What follows belongs to an exercise in optimizing a design on an open flow for small area, a short achievable clock period and few clock cycles per item; a production flow would make more cautious choices.
Function was checked by simulation only, so behaviour that the tests miss may differ from the original.
Power and IR drop assume default switching activity.

==> flow/design.v <==
package grr_pkg;
  localparam int CFG_W = 5;
  localparam logic [CFG_W-1:0] GROUP_SIZE_RESET = 5'd2;
  typedef struct packed {
    logic valid;
    logic bank;
  } bank_rel_t;
  function automatic logic [CFG_W-1:0] eff_group(input logic [CFG_W-1:0] gs,
                                                 input int unsigned max_group);
    if (gs == '0) begin
      eff_group = CFG_W'(1);
    end else if (32'(gs) > max_group) begin
      eff_group = CFG_W'(max_group);
    end else begin
      eff_group = gs;
    end
  endfunction
endpackage
module group_reverse_reorder_unit #(
  parameter int MAX_GROUP  = 16,
  parameter int WORD_WIDTH = 32
) (
  input  logic                                     clk,
  input  logic                                     rst,
  input  logic                                     cfg_we,
  input  logic [grr_pkg::CFG_W-1:0]                cfg_data,
  input  logic                                     s_tvalid,
  output logic                                     s_tready,
  input  logic [((WORD_WIDTH + 7) / 8) * 8 - 1:0]  s_tdata,   
  input  logic                                     s_tlast,
  output logic                                     m_tvalid,
  input  logic                                     m_tready,
  output logic [((WORD_WIDTH + 7) / 8) * 8 - 1:0]  m_tdata,   
  output logic                                     m_tlast
);
  localparam int TDATA_W = ((WORD_WIDTH + 7) / 8) * 8;
  localparam int NS      = (MAX_GROUP > 1) ? MAX_GROUP : 2;
  localparam int AW      = $clog2(NS);
  localparam int KW      = ($clog2(MAX_GROUP + 1) > grr_pkg::CFG_W) ?
                           $clog2(MAX_GROUP + 1) : grr_pkg::CFG_W;
  typedef struct packed {
    logic [AW-1:0] start;
    logic          dir;
    logic [AW-1:0] left;
    logic          fin;
  } desc_t;
  logic [grr_pkg::CFG_W-1:0] group_size;
  logic [WORD_WIDTH-1:0] mem [NS];
  logic [NS-1:0]         occ;        
  logic [AW-1:0]         wp;         
  logic [AW-1:0]         wp_step;    
  logic                  wd;         
  logic [AW-1:0]         gstart;     
  logic [AW-1:0]         fill;       
  logic                  fz;         
  logic                  wf;         
  logic                  rdy;
  logic                  ract;
  logic [NS-1:0]         rsel;       
  logic                  rdir;
  logic [AW-1:0]         rleft;      
  logic                  rl;         
  logic                  rfin;
  logic                  pv0;
  logic                  pv1;
  desc_t                 p0;
  desc_t                 p1;
  logic                  ov;
  logic [WORD_WIDTH-1:0] odata;
  logic                  olast;
  logic                  close;
  logic                  accept;
  logic                  oload;
  logic                  rd_fire;
  logic                  take;
  logic                  bypass;
  logic                  turn;
  logic                  newd_v;
  desc_t                 newd;
  desc_t                 nxt;
  logic [AW-1:0]         wp_back;
  logic [AW-1:0]         fill_n;
  logic                  pv0_n;
  logic                  pv1_n;
  logic                  free_n;
  logic [NS-1:0]         rsel_n;
  logic [WORD_WIDTH-1:0] rd_word;
  logic                  k1;         
  logic                  wf2;        
  assign k1       = (grr_pkg::eff_group(group_size, MAX_GROUP) == grr_pkg::CFG_W'(1));
  assign wf2      = (KW'(fill) + KW'(2)) >= KW'(grr_pkg::eff_group(group_size, MAX_GROUP));
  assign close    = wf || s_tlast;
  assign accept   = s_tvalid && rdy;
  assign oload    = !ov || m_tready;
  assign rd_fire  = oload && ract;
  assign take     = !ract || (rd_fire && rl);
  assign bypass   = accept && (wf || (s_tlast && fz)) && !ract && oload;
  assign turn     = bypass && wf;
  assign wp_back  = wd ? (wp + AW'(1)) : (wp - AW'(1));
  always_comb begin
    newd_v     = accept && close && !(bypass && fz);
    newd.start = gstart;
    newd.dir   = wd;
    newd.left  = fill;
    newd.fin   = s_tlast;
    if (wf) begin
      newd.dir = !wd;
      if (bypass) begin
        newd.start = wp_back;
        newd.left  = fill - AW'(1);
      end else begin
        newd.start = wp;
      end
    end
  end
  assign nxt = pv0 ? p0 : newd;
  always_comb begin
    pv0_n = pv0;
    pv1_n = pv1;
    if (take) begin
      if (pv0) begin
        pv0_n = pv1 || newd_v;
        pv1_n = pv1 && newd_v;
      end
    end else if (newd_v) begin
      if (pv0) begin
        pv1_n = 1'b1;
      end else begin
        pv0_n = 1'b1;
      end
    end
  end
  always_comb begin
    if (accept && !turn) begin
      free_n = !occ[wp_step] || (rd_fire && rsel[wp_step]);
    end else if (accept) begin
      free_n = 1'b1;
    end else begin
      free_n = !occ[wp] || (rd_fire && rsel[wp]);
    end
  end
  always_comb begin
    fill_n = fill;
    if (accept) begin
      fill_n = close ? '0 : (fill + AW'(1));
    end
  end
  logic [NS-1:0] dec_wp;
  logic [NS-1:0] dec_back;
  logic [NS-1:0] dec_gs;
  logic [NS-1:0] dec_p0;
  logic [NS-1:0] dec_new;
  always_comb begin
    dec_wp = '0;
    dec_wp[wp] = 1'b1;
    dec_gs = '0;
    dec_gs[gstart] = 1'b1;
    dec_p0 = '0;
    dec_p0[p0.start] = 1'b1;
    dec_back = wd ? {dec_wp[NS-2:0], dec_wp[NS-1]} : {dec_wp[0], dec_wp[NS-1:1]};
    dec_new = !wf ? dec_gs : (bypass ? dec_back : dec_wp);
    rsel_n = rsel;
    if (take) begin
      rsel_n = pv0 ? dec_p0 : (newd_v ? dec_new : '0);
    end else if (rd_fire) begin
      rsel_n = rdir ? {rsel[0], rsel[NS-1:1]} : {rsel[NS-2:0], rsel[NS-1]};
    end
  end
  always_comb begin
    rd_word = ract ? '0 : s_tdata[WORD_WIDTH-1:0];
    for (int i = 0; i < NS; i++) begin
      rd_word = rd_word | ({WORD_WIDTH{rsel[i]}} & mem[i]);
    end
  end
  always_ff @(posedge clk) begin
    if (rst) begin
      group_size <= grr_pkg::GROUP_SIZE_RESET;
    end else if (cfg_we) begin
      group_size <= cfg_data;
    end
  end
  always_ff @(posedge clk) begin
    if (accept) begin
      mem[wp] <= s_tdata[WORD_WIDTH-1:0];
    end
  end
  always_ff @(posedge clk) begin
    if (rst) begin
      occ    <= '0;
      wp     <= '0;
      wp_step <= AW'(1);
      wd     <= 1'b0;
      gstart <= '0;
      fill   <= '0;
      fz     <= 1'b1;
      wf     <= 1'b0;
      rdy    <= 1'b1;
      ract   <= 1'b0;
      rsel   <= '0;
      pv0    <= 1'b0;
      pv1    <= 1'b0;
      ov     <= 1'b0;
    end else begin
      for (int i = 0; i < NS; i++) begin
        if (rd_fire && rsel[i]) begin
          occ[i] <= 1'b0;
        end
        if (accept && !bypass && wp == AW'(i)) begin
          occ[i] <= 1'b1;
        end
      end
      if (accept && !turn) begin
        wp      <= wp_step;
        wp_step <= wd ? (wp_step - AW'(1)) : (wp_step + AW'(1));
      end
      if (turn) begin
        wd      <= !wd;
        wp_step <= wp_back;
      end
      if (accept && close) begin
        gstart <= turn ? wp : wp_step;
      end
      fill <= fill_n;
      fz   <= (fill_n == '0);
      if (cfg_we) begin
        wf <= (KW'(fill) + KW'(1)) >= KW'(grr_pkg::eff_group(cfg_data, MAX_GROUP));
      end else if (accept) begin
        wf <= close ? k1 : wf2;
      end
      rdy  <= free_n && !pv1_n;
      pv0  <= pv0_n;
      pv1  <= pv1_n;
      if (take) begin
        ract <= pv0 || newd_v;
      end
      rsel <= rsel_n;
      if (oload) begin
        ov <= ract || bypass;
      end
    end
  end
  always_ff @(posedge clk) begin
    if (take) begin
      rdir  <= nxt.dir;
      rleft <= nxt.left;
      rl    <= (nxt.left == '0);
      rfin  <= nxt.fin;
    end else if (rd_fire) begin
      rleft <= rleft - AW'(1);
      rl    <= (rleft == AW'(1));
    end
    if (take ? pv0 : (newd_v && !pv0)) begin
      p0 <= (take && pv1) ? p1 : newd;
    end
    if (newd_v) begin
      p1 <= newd;
    end
    if (oload && (ract || bypass)) begin
      odata <= rd_word;
      olast <= ract ? (rfin && rl) : (s_tlast && fz);
    end
  end
  assign s_tready = rdy;
  assign m_tvalid = ov;
  assign m_tdata  = TDATA_W'(odata);
  assign m_tlast  = olast;
endmodule
Settings: LEC_CHECK=0, CAP_MARGIN=20, CORE_MARGIN=2, CORE_UTILIZATION=60, CTS_CLUSTER_DIAMETER=60, CTS_CLUSTER_SIZE=30, PLACE_DENSITY=0.72, SETUP_SLACK_MARGIN=2.2, SLEW_MARGIN=20, TNS_END_PERCENT=10; clock period 4.5 ns.
run.sh (not shown) runs the stock make flow with config.mk's settings and CLKGATE_MAP_FILE= SYNTH_SCRIPT=/design/flow/synth_recipe.tcl, a recipe that flattens the netlist after the stock synthesis.
Testbench counts at the start, summed over its fixed seeds: cycles 12,252, items 11,992.
==> next run, changes <==
Settings changed: ABC_AREA set to 1, SETUP_SLACK_MARGIN 2.2 to 2.5.
What happened: The changed run finished with timing, DRC and antenna clean; global-route usage went up by 0.79 points; utilization went up by 0.69 points; sequential cell count does not change; power went up by about 9%; sequential power went up by about 2%; routed wire length went up by about 12%; hold slack got worse by 17 ps; register-to-register slack improved by 210 ps; setup slack improved by 200 ps; first-iteration DRC count went up by about 12%.
==> next run, changes <==
Settings changed: ABC_AREA 1 to unset, CTS_CLUSTER_DIAMETER 60 to 50, CTS_CLUSTER_SIZE 30 to 40.
Outcome: Clock skew is about the same. Area after synthesis drops by 3.3%. Non-clock buffer count grows by 42. Cell area decreases by 1.0%. Power goes down by 3.7%.
==> next run, changes <==
Settings changed: CTS_CLUSTER_DIAMETER 50 to 60, CTS_CLUSTER_SIZE 40 to 30.
After rerunning: The new run ran to the end with no violations. Cell area went up by 0.63%. First-iteration DRC count went up by 5.8%. Synthesized cell count stays the same. Synthesized area is unchanged. Wire length went up by 1.3%. Power went down by 1.9%. Utilization went up by 0.46 points. Non-clock buffer count went up by 36. Worst hold slack gains 32 ps. Count of clock-buffer cells in the layout went down by 1.

==> re-timing with driven ports <==
Ports are ideal in the flow. The routed layouts listed here were re-timed in OpenROAD. Step 1 sets driving cells, clkbuf_16 on the clock port and buf_2 on the other inputs (assumed; they add their load-dependent delay and slew). Step 2 adds t to the input delays and takes it off the output delays; t is the mean of the earliest and latest rising clock arrival at the registers after step 1. Input paths then give back, and output paths get back, about the clock's delay inside the block. a / b / c = no drivers / after step 1 / after step 2; a / b = the first two.
| run | t, ns | setup slack, ns | slew at the worst register clock pin (ns) | worst data-port slew with drivers (ns) | cell pins on the clock port's net |
|---|---|---|---|---|---|
| the first run | 0.640 | 2.104 / 2.046 / 1.545 | 0.11 / 0.11 | 0.09 | 1 |
| the second run | 0.649 | 2.302 / 2.256 / 1.671 | 0.10 / 0.10 | 0.08 | 1 |
| the third run | 0.661 | 2.272 / 2.220 / 1.702 | 0.09 / 0.09 | 0.08 | 1 |
| the fourth run | 0.641 | 2.268 / 2.236 / 1.731 | 0.11 / 0.11 | 0.08 | 1 |
After both steps every run listed still meets setup and hold. For the second run, which loses most, drivers alone change the setup slack by -0.046 ns; drivers and shift together by -0.631 ns.
